This is an optimization exercise on Yosys and OpenROAD, whose aim is a short achievable clock period and few clock cycles, not a production implementation. The RTL was checked by simulation tests, not by an equivalence proof against the original design.

**flow/run.sh**
```bash
#!/bin/bash
# synth_recipe.tcl (not shown) runs the flow's synth.tcl, then flattens the netlist and writes it again
# the make line also repeats each setting of config.mk as NAME=value (left out here)
make -C /OpenROAD-flow-scripts/flow DESIGN_CONFIG=/design/flow/config.mk WORK_HOME=/design/flow/orfs CLKGATE_MAP_FILE= SYNTH_SCRIPT=/design/flow/synth_recipe.tcl finish
```
**flow/config.mk**
```make
export PLATFORM = sky130hd
export DESIGN_NAME = motion_search_top
export DESIGN_NICKNAME = motion_search_top
export VERILOG_FILES = /design/flow/design.v
export SDC_FILE = /design/flow/constraint.sdc
export NUM_CORES = 4
export LEC_CHECK = 0
export CAP_MARGIN = 20
export CORE_MARGIN = 2
export CORE_UTILIZATION = 40
export SLEW_MARGIN = 20
```
**flow/constraint.sdc**
```tcl
create_clock -name core_clock -period 10.0 [get_ports {clk_i}]
set_input_delay 2.0000 -clock core_clock [delete_from_list [all_inputs] [get_ports {clk_i}]]
set_output_delay 2.0000 -clock core_clock [all_outputs]
set_load 0.01 [all_outputs]
```
**flow/design.v**
```verilog
package sad_pkg;
  localparam int PixelWidth = 8;
  localparam int SadWidth   = 17;   
  localparam int SAddrWidth = 10;   
  localparam int RAddrWidth = 8;
  typedef logic [PixelWidth-1:0] pixel_t;
  typedef logic [SadWidth-1:0] sad_t;
  typedef logic [SAddrWidth-1:0] saddr_t;
  typedef logic [RAddrWidth-1:0] raddr_t;
endpackage
`timescale 1ns/1ns
module sad_scan_decode #(
  parameter int SImgSize = 19,
  parameter int RImgSize = 4,
  parameter int PeNum    = 8
) (
  input  logic   clk_i,
  input  logic   rst_ni,
  input  logic   start_i,
  input  logic   finish_i,
  output logic   busy_o,
  output sad_pkg::saddr_t smem_raddr_o,
  output sad_pkg::raddr_t ref_raddr_o,
  output logic   beat_valid_o,
  output logic   ref_valid_o,
  output logic   first_beat_o,
  output logic   strip_last_o,
  output logic   job_last_o,
  output sad_pkg::saddr_t strip_base_o
);
  localparam int BeatNum = RImgSize + PeNum - 1;    
  localparam int CandNum = SImgSize - RImgSize + 1;  
  localparam int GrpNum  = CandNum / PeNum;          
  localparam int BeatW   = $clog2(BeatNum + 1);
  localparam int RowW    = $clog2(RImgSize + 1);
  localparam int GrpW    = $clog2(GrpNum + 1);
  localparam int CandW   = $clog2(CandNum + 1);
  localparam sad_pkg::saddr_t RowStep  = sad_pkg::SAddrWidth'(SImgSize);
  localparam sad_pkg::saddr_t GrpStep  = sad_pkg::SAddrWidth'(PeNum);
  localparam sad_pkg::saddr_t WrapStep = sad_pkg::SAddrWidth'(BeatNum);  
  logic             active;    
  logic [BeatW-1:0] beat_cnt;
  logic [RowW-1:0]  row_cnt;
  logic [GrpW-1:0]  grp_cnt;
  logic [CandW-1:0] cand_row;
  sad_pkg::saddr_t           row_addr;    
  sad_pkg::saddr_t           strip_base;
  sad_pkg::saddr_t           next_base;
  logic             beat_last;
  logic             row_last;
  logic             grp_last;
  logic             cand_last;
  logic             strip_end;
  logic             job_end;
  always_comb begin
    beat_last = beat_cnt == BeatW'(BeatNum - 1);
    row_last  = row_cnt == RowW'(RImgSize - 1);
    grp_last  = grp_cnt == GrpW'(GrpNum - 1);
    cand_last = cand_row == CandW'(CandNum - 1);
    strip_end = beat_last && row_last;
    job_end   = strip_end && grp_last && cand_last;
    if (job_end) begin
      next_base = '0;   
    end else if (grp_last) begin
      next_base = strip_base + WrapStep;
    end else begin
      next_base = strip_base + GrpStep;
    end
  end
  always_ff @(posedge clk_i) begin
    if (!rst_ni) begin
      busy_o       <= 1'b0;
      active       <= 1'b0;
      beat_cnt     <= '0;
      row_cnt      <= '0;
      grp_cnt      <= '0;
      cand_row     <= '0;
      row_addr     <= '0;
      strip_base   <= '0;
      smem_raddr_o <= '0;
      ref_raddr_o  <= '0;
      beat_valid_o <= 1'b0;
      ref_valid_o  <= 1'b0;
      first_beat_o <= 1'b0;
      strip_last_o <= 1'b0;
      job_last_o   <= 1'b0;
      strip_base_o <= '0;
    end else begin
      beat_valid_o <= active;
      ref_valid_o  <= beat_cnt < BeatW'(RImgSize);
      first_beat_o <= active && (beat_cnt == '0) && (row_cnt == '0);
      strip_last_o <= active && strip_end;
      job_last_o   <= active && job_end;
      strip_base_o <= strip_base;
      if (finish_i) begin
        busy_o <= 1'b0;
      end
      if (start_i && !busy_o) begin
        busy_o <= 1'b1;
        active <= 1'b1;   
      end else if (active) begin
        if (!beat_last) begin
          beat_cnt     <= beat_cnt + 1'b1;
          smem_raddr_o <= smem_raddr_o + 1'b1;
          if (beat_cnt < BeatW'(RImgSize - 1)) begin
            ref_raddr_o <= ref_raddr_o + 1'b1;
          end
        end else if (!row_last) begin
          beat_cnt     <= '0;
          row_cnt      <= row_cnt + 1'b1;
          row_addr     <= row_addr + RowStep;
          smem_raddr_o <= row_addr + RowStep;
          ref_raddr_o  <= ref_raddr_o + 1'b1;
        end else begin
          beat_cnt     <= '0;
          row_cnt      <= '0;
          ref_raddr_o  <= '0;
          strip_base   <= next_base;
          row_addr     <= next_base;
          smem_raddr_o <= next_base;
          grp_cnt      <= grp_last ? '0 : grp_cnt + 1'b1;
          if (grp_last) begin
            cand_row <= cand_last ? '0 : cand_row + 1'b1;
          end
          if (job_end) begin
            active <= 1'b0;
          end
        end
      end
    end
  end
endmodule
`timescale 1ns/1ns
module sad_pe_array #(
  parameter int PeNum = 8
) (
  input  logic   clk_i,
  input  logic   rst_ni,
  input  logic   beat_valid_i,
  input  logic   ref_valid_i,
  input  logic   first_beat_i,
  input  logic   strip_last_i,
  input  logic   job_last_i,
  input  sad_pkg::saddr_t strip_base_i,
  input  sad_pkg::pixel_t search_pix_i,
  input  sad_pkg::pixel_t ref_pix_i,
  output sad_pkg::sad_t [PeNum-1:0] sad_o,
  output logic   done_o,
  output logic   job_done_o,
  output sad_pkg::saddr_t base_o
);
  sad_pkg::pixel_t stage_pix   [PeNum];   
  logic   stage_vld   [PeNum];
  logic   stage_first [PeNum];
  sad_pkg::pixel_t dly_pix     [PeNum-1];
  logic   dly_vld     [PeNum-1];
  logic   dly_first   [PeNum-1];
  sad_pkg::sad_t   acc         [PeNum];
  logic   strip_last_q;
  logic   job_last_q;
  sad_pkg::saddr_t base_q;
  function automatic logic [sad_pkg::PixelWidth-1:0] abs_diff(
    input logic [sad_pkg::PixelWidth-1:0] a,
    input logic [sad_pkg::PixelWidth-1:0] b
  );
    abs_diff = (a > b) ? a - b : b - a;
  endfunction
  always_comb begin
    stage_pix[0]   = ref_pix_i;
    stage_vld[0]   = beat_valid_i && ref_valid_i;
    stage_first[0] = first_beat_i;
    for (int k = 1; k < PeNum; k++) begin
      stage_pix[k]   = dly_pix[k-1];
      stage_vld[k]   = dly_vld[k-1];
      stage_first[k] = dly_first[k-1];
    end
  end
  always_ff @(posedge clk_i) begin
    if (!rst_ni) begin
      for (int k = 0; k < PeNum - 1; k++) begin
        dly_vld[k]   <= 1'b0;
        dly_first[k] <= 1'b0;
      end
      strip_last_q <= 1'b0;
      job_last_q   <= 1'b0;
      done_o       <= 1'b0;
      job_done_o   <= 1'b0;
    end else begin
      for (int k = 0; k < PeNum - 1; k++) begin
        dly_vld[k]   <= stage_vld[k];
        dly_first[k] <= stage_first[k];
      end
      strip_last_q <= strip_last_i;   
      job_last_q   <= job_last_i;
      done_o       <= strip_last_q;
      job_done_o   <= job_last_q;
    end
  end
  always_ff @(posedge clk_i) begin
    for (int k = 0; k < PeNum - 1; k++) begin
      dly_pix[k] <= stage_pix[k];
    end
    for (int k = 0; k < PeNum; k++) begin
      if (stage_vld[k]) begin
        if (stage_first[k]) begin
          acc[k] <= sad_pkg::SadWidth'(abs_diff(search_pix_i, stage_pix[k]));
        end else begin
          acc[k] <= acc[k] + sad_pkg::SadWidth'(abs_diff(search_pix_i, stage_pix[k]));
        end
      end
    end
    base_q <= strip_base_i;
    if (strip_last_q) begin
      for (int k = 0; k < PeNum; k++) begin
        sad_o[k] <= acc[k];
      end
      base_o <= base_q;
    end
  end
endmodule
`timescale 1ns/1ns
module sad_min_select #(
  parameter int PeNum = 8
) (
  input  logic   clk_i,
  input  logic   rst_ni,
  input  logic   done_i,
  input  logic   job_done_i,
  input  sad_pkg::sad_t [PeNum-1:0] sad_i,
  input  sad_pkg::saddr_t base_i,
  output logic   finish_o,
  output sad_pkg::sad_t   min_sad_o,
  output sad_pkg::saddr_t min_addr_o
);
  localparam int NodeNum = 2 * PeNum - 1;   
  sad_pkg::sad_t   best_sad  [PeNum];
  sad_pkg::saddr_t best_addr [PeNum];
  sad_pkg::sad_t   next_sad  [PeNum];
  sad_pkg::saddr_t next_addr [PeNum];
  sad_pkg::sad_t   tree_sad  [NodeNum];
  sad_pkg::saddr_t tree_addr [NodeNum];
  logic   first_strip;   
  logic   take_right;
  always_comb begin
    for (int k = 0; k < PeNum; k++) begin
      next_sad[k]  = best_sad[k];
      next_addr[k] = best_addr[k];
      if (done_i && (first_strip || sad_i[k] < best_sad[k])) begin
        next_sad[k]  = sad_i[k];
        next_addr[k] = base_i + sad_pkg::SAddrWidth'(k);
      end
    end
  end
  always_comb begin
    take_right = 1'b0;
    for (int k = 0; k < PeNum; k++) begin
      tree_sad[PeNum-1+k]  = next_sad[k];
      tree_addr[PeNum-1+k] = next_addr[k];
    end
    for (int i = PeNum - 2; i >= 0; i--) begin
      take_right = (tree_sad[2*i+2] < tree_sad[2*i+1]) ||
                   ((tree_sad[2*i+2] == tree_sad[2*i+1]) &&
                    (tree_addr[2*i+2] < tree_addr[2*i+1]));
      if (take_right) begin
        tree_sad[i]  = tree_sad[2*i+2];
        tree_addr[i] = tree_addr[2*i+2];
      end else begin
        tree_sad[i]  = tree_sad[2*i+1];
        tree_addr[i] = tree_addr[2*i+1];
      end
    end
  end
  always_ff @(posedge clk_i) begin
    for (int k = 0; k < PeNum; k++) begin
      best_sad[k]  <= next_sad[k];
      best_addr[k] <= next_addr[k];
    end
  end
  always_ff @(posedge clk_i) begin
    if (!rst_ni) begin
      first_strip <= 1'b1;
      finish_o    <= 1'b0;
      min_sad_o   <= '0;
      min_addr_o  <= '0;
    end else begin
      finish_o <= job_done_i;
      if (job_done_i) begin
        first_strip <= 1'b1;
        min_sad_o   <= tree_sad[0];   
        min_addr_o  <= tree_addr[0];
      end else if (done_i) begin
        first_strip <= 1'b0;
      end
    end
  end
endmodule
`timescale 1ns/1ns
module motion_search_top #(
  parameter int SImgSize = 19,
  parameter int RImgSize = 4,
  parameter int PeNum    = 8
) (
  input  logic   clk_i,
  input  logic   rst_ni,
  input  logic   start_i,
  input  sad_pkg::pixel_t smem_rdata_i,
  input  sad_pkg::pixel_t ref_rdata_i,
  output sad_pkg::saddr_t smem_raddr_o,
  output sad_pkg::raddr_t ref_raddr_o,
  output logic   busy_o,
  output logic   finish_o,
  output sad_pkg::sad_t   min_sad_o,
  output sad_pkg::saddr_t min_addr_o
);
  logic   beat_valid;
  logic   ref_valid;
  logic   first_beat;
  logic   strip_last;
  logic   job_last;
  sad_pkg::saddr_t strip_base;
  sad_pkg::sad_t [PeNum-1:0] pe_sad;
  logic   strip_done;
  logic   job_done;
  sad_pkg::saddr_t done_base;
  sad_scan_decode #(
    .SImgSize(SImgSize),
    .RImgSize(RImgSize),
    .PeNum   (PeNum)
  ) i_decode (
    .clk_i       (clk_i),
    .rst_ni      (rst_ni),
    .start_i     (start_i),
    .finish_i    (finish_o),
    .busy_o      (busy_o),
    .smem_raddr_o(smem_raddr_o),
    .ref_raddr_o (ref_raddr_o),
    .beat_valid_o(beat_valid),
    .ref_valid_o (ref_valid),
    .first_beat_o(first_beat),
    .strip_last_o(strip_last),
    .job_last_o  (job_last),
    .strip_base_o(strip_base)
  );
  sad_pe_array #(
    .PeNum(PeNum)
  ) i_execute (
    .clk_i       (clk_i),
    .rst_ni      (rst_ni),
    .beat_valid_i(beat_valid),
    .ref_valid_i (ref_valid),
    .first_beat_i(first_beat),
    .strip_last_i(strip_last),
    .job_last_i  (job_last),
    .strip_base_i(strip_base),
    .search_pix_i(smem_rdata_i),   
    .ref_pix_i   (ref_rdata_i),
    .sad_o       (pe_sad),
    .done_o      (strip_done),
    .job_done_o  (job_done),
    .base_o      (done_base)
  );
  sad_min_select #(
    .PeNum(PeNum)
  ) i_result (
    .clk_i     (clk_i),
    .rst_ni    (rst_ni),
    .done_i    (strip_done),
    .job_done_i(job_done),
    .sad_i     (pe_sad),
    .base_i    (done_base),
    .finish_o  (finish_o),
    .min_sad_o (min_sad_o),
    .min_addr_o(min_addr_o)
  );
endmodule
```
==> run notes <==
[registers in the layout, summed over array words and instances, names as in the netlist, 17 cells and up, named ones only]
signal / cells
i_execute.sad_o: 136
i_result.best_sad: 135
i_execute.acc: 136
i_result.best_addr: 80
i_execute.dly_pix: 56
i_result.min_sad_o: 17
[synthesized netlist by cell type (all sizes together), types with 7 or more instances]
cell type | count | area [um^2]
inv | 500 | 1880
mux2 | 124 | 1400
nor4 | 13 | 81.3
and2 | 44 | 275
a31oi | 8 | 50.1
o21bai | 51 | 387
o21a | 34 | 255
nor2b | 71 | 444
nor3b | 7 | 52.6
dfxtp | 397 | 7950
nor3 | 64 | 320
xnor2 | 143 | 1250
and4 | 8 | 70.1
a21o | 119 | 893
a221oi | 9 | 96.4
xor2 | 88 | 771
nand2b | 17 | 106
clkbuf | 101 | 379
nand3 | 58 | 290
buf | 30 | 141
a2111oi | 7 | 67.6
o21ai | 218 | 1090
o221ai | 28 | 245
a221o | 14 | 140
a211oi | 28 | 220
or3 | 16 | 100
a32oi | 23 | 344
o211ai | 18 | 135
mux2i | 128 | 1280
nor2 | 293 | 1100
a22oi | 8 | 60.1
o31ai | 31 | 238
a21oi | 299 | 1500
nand4 | 84 | 526
ha | 508 | 6360
fa | 24 | 480
nand2 | 332 | 1250
and3 | 35 | 219
edfxtp | 283 | 8500
a32o | 7 | 70.1
or2 | 13 | 81.3
[layer usage]
metal	vias up	track usage, %
met4	0	6.30
li1	16200	-
met5	-	0
met3	171	2.50
met2	690	33.4
met1	15600	30.0
[worst paths after layout]
check	endpoint	slack, ns
worst min register to register	i_execute.base_q[7]	0.32
worst max-delay path	i_result.min_addr_o[5]	0.40
worst min-delay path	i_execute.base_q[7]	0.32
worst max register to register	i_result.min_addr_o[5]	0.40
[worst reg2reg max path: cells and delay by family, from the launching register on]
| kind | cells | cell delay (ns) |
|---|---|---|
| and+or+nand+nor | 15 | 3.99 |
| AOI/OAI and AO/OA | 20 | 2.85 |
| adders and majority gates | 4 | 1.13 |
| buffers and inverters | 6 | 0.84 |
| DFF | 1 | 0.39 |
| muxes | 1 | 0.35 |
[power by group through the flow]
stage,sequential [uW],combinational (uW),clock (uW)
final,2960,848,3010
after global routing,2970,959,3190
after CTS,2960,855,3080
after detailed placement,3020,850,0
after global placement,3020,822,0
after floorplan,3010,650,0
[area by class of cell]
class | count | area (um^2) | area share, %
Multi-Input combinational cell | 3069 | 23500 | 47.2
Sequential cell | 680 | 16500 | 33.0
Timing Repair Buffer | 412 | 3490 | 7.01
Clock buffer | 110 | 2270 | 4.57
Inverter | 503 | 1890 | 3.79
Tap cell | 1380 | 1730 | 3.47
Clock inverter | 38 | 432 | 0.867
Antenna cell | 3 | 7.51 | 0.0151
[stage by stage]
step	setup WS (ns)	instances
after global placement	0.0534	6003
after floorplan	0.109	4382
after global routing	-0.0780	6192
after detailed placement	-0.111	6003
after CTS	0.00518	6155
final	0.400	6195
[cells in the final DEF, fill, tap and decap left out, types with 64 or more instances in the layout]
master	count
a21o_1	119
a21oi_1	291
buf_4	326
clkbuf_16	83
clkdlybuf4s50_1	64
dfxtp_1	395
edfxtp_1	283
ha_1	503
inv_1	499
mux2_2	124
mux2i_1	126
nand2_1	329
nand4_1	84
nor2_1	285
nor2b_1	71
o21ai_0	199
xnor2_1	143
xor2_1	88
[logic make-up (layout without fill, tap and decap cells)]
group           Yosys count  count (layout)  share of synthesized area (%)
flops                   680             680                           39.2
xor+xnor                231             231                           4.82
compound gates          971             971                           15.3
other cells               0               3                              0
buf+inv                 634            1063                           5.74
fa+ha+maj               533             533                           16.3
mux                     252             252                           6.38
simple gates           1081            1082                           12.2
[repair_timing]
item                       in CTS  in global routing
gates cloned                    0                  4
pin swaps                       1                 43
setup endpoints to repair      11                 27
resized for setup               4                 92
setup buffers                   4                 34
==> results.sh <==
export IMPL_outcome="complete, no violations"
export IMPL_pwr_share_clk_pct=44.1
export IMPL_grt_pass1_vias=31000
export IMPL_synth_distinct_cells=85
export IMPL_critPathKind="register to register"
export IMPL_drt_wirelength_per_cell_um=18.7
export IMPL_hold_depth=0
export IMPL_worstHoldStart="i_decode.strip_base_o[7]"
export IMPL_drt_pre_antenna_iters=5
export IMPL_drt_initial_drc_count=2266
export IMPL_final_util_pct=48.0
export IMPL_grt_pass1_wl_um=178000
export IMPL_track_usage_pct=21.1
export IMPL_hpwl_um=90200
export IMPL_grt_ovfl_total=0
export IMPL_place_gp_congestion=0.902
export IMPL_cp_common_cell="a21oi_1"
export IMPL_critical_path_top_delay_family="simple AND/OR/NAND/NOR gates"
export IMPL_cap_violations=0
export IMPL_h_tree_depth=3
export IMPL_slew_headroom_pct=29.6
export IMPL_vdd_ir_drop_max_mv=0.107
export IMPL_end_kind="register"
export IMPL_fin_nets=5296
export IMPL_io_buffer_count=65
export IMPL_routed_via_density=5.27
export IMPL_synth_edf_count=283
export IMPL_reg2reg_from="i_execute.sad_o[109]"
export IMPL_slowest_stage="or4b_2"
export IMPL_wl_met1_um=55900
export IMPL_worst_hold_slack_ns=0.323
export IMPL_clock_latency_ns=0.67
export IMPL_grt_start_max_net_pins=70
export IMPL_syn_cell_area_mm2=0.0419
export IMPL_comb_power_share_pct=12.4
export IMPL_r2r_cells=46
export IMPL_yosys_register_bits=680
export IMPL_synth_top_flop_cell="dfxtp_1"
export IMPL_wl_met2_um=51500
export IMPL_skew_ns=0.0339
export IMPL_final_layout_size_suffix_gt1_share_pct=14.9
export IMPL_design_area_mm2=0.0498
export IMPL_finalSetupViolations=0
export IMPL_initial_core_util_pct=40.4
export IMPL_fp_dieH_um=328
export IMPL_fp_dieW_um=328
export IMPL_syn_to_final_growth_pct=18.7
export IMPL_yosysWarnings=16
export IMPL_yosysSeqAreaShare_pct=39.2
export IMPL_wl_met3_um=5070
export IMPL_clock_path_buffers=3
export IMPL_fmaxAchievable_mhz=104
export IMPL_syn_nets=4933
export IMPL_crit_start="i_execute.sad_o[109]"
export IMPL_holdBufCountCts=0
export IMPL_top_layer="met4"
export IMPL_syn_avg_cell_area_um2=9.57
export IMPL_cp_slowest_stage_delay_ns=0.64
export IMPL_antenna_found_initial=1
export IMPL_pwr_share_seq_pct=43.5
export IMPL_fillCellCount=9638
export IMPL_cts_tree="yes"
export IMPL_powerDensity_mw_per_mm2=137
export IMPL_internal_power_uw=5100
export IMPL_cts_buffers=79
export IMPL_antenna_left=0
export IMPL_post_dp_cell_area_mm2=0.0463
export IMPL_drc_errors=0
export IMPL_row_count=118
export IMPL_hold_violations=0
export IMPL_path_buf_inv=6
export IMPL_die_area_mm2=0.107
export IMPL_final_max_slew_violation_count=0
export IMPL_finalSetupTns_ns=0
export IMPL_tightest_slew_ns=1.05
export IMPL_worstSetupPathDepth=46
export IMPL_cts_sinks=680
export IMPL_path_clk_slew_ns=0.06
export IMPL_cp_max_fo=15
export IMPL_clockRootBuffer="clkbuf_16"
export IMPL_period_share_pct=96.0
export IMPL_core_area_mm2=0.104
export IMPL_required_ns=10.58
export IMPL_power_uw=6820
export IMPL_finalWirelength_um=116000
export IMPL_switchingPower_uw=1730
export IMPL_start_kind="register"
export IMPL_async_reset_ff_share_pct=0
export IMPL_fin_crit_ns=9.60
export IMPL_leakagePower_uw=0.0220
export IMPL_hold_path_class="register to register"
export IMPL_synth_cells=4382
export IMPL_cp_arrival_ns=10.18
export IMPL_sw_frac_of_total_pct=25.3
export IMPL_vias=32600
export IMPL_ios=66
Testbench counts, summed over its fixed seeds: cycles 90,424.

-- re-timing with driven ports --
The results above use ideal ports. As a check the final layout listed here was re-extracted and re-timed, cells and wires unchanged. Step 1 (the two cells are an assumption about what drives the block):
set clk [get_ports {clk_i}]
set_driving_cell -lib_cell sky130_fd_sc_hd__clkbuf_16 $clk
set_driving_cell -lib_cell sky130_fd_sc_hd__buf_2 [delete_from_list [all_inputs] $clk]
Step 2 moves the port delays by t, midway between the first and last clock arrival at a register: inputs arrive t later, outputs are due t later. That takes back most of the time a late clock gives input paths. Three values: no drivers, after step 1, after step 2; two values: the first two.
t (ns): 0.712
slack for setup (ns): 0.400 / 0.400 / 0.400
worst setup path after step 2: register to register
slew at the worst register clock pin (ns): 0.07 / 0.07
After both steps setup and hold are still met in this run. The setup slack of this run moves by 0.000 ns with the drivers and by 0.000 ns with both steps.
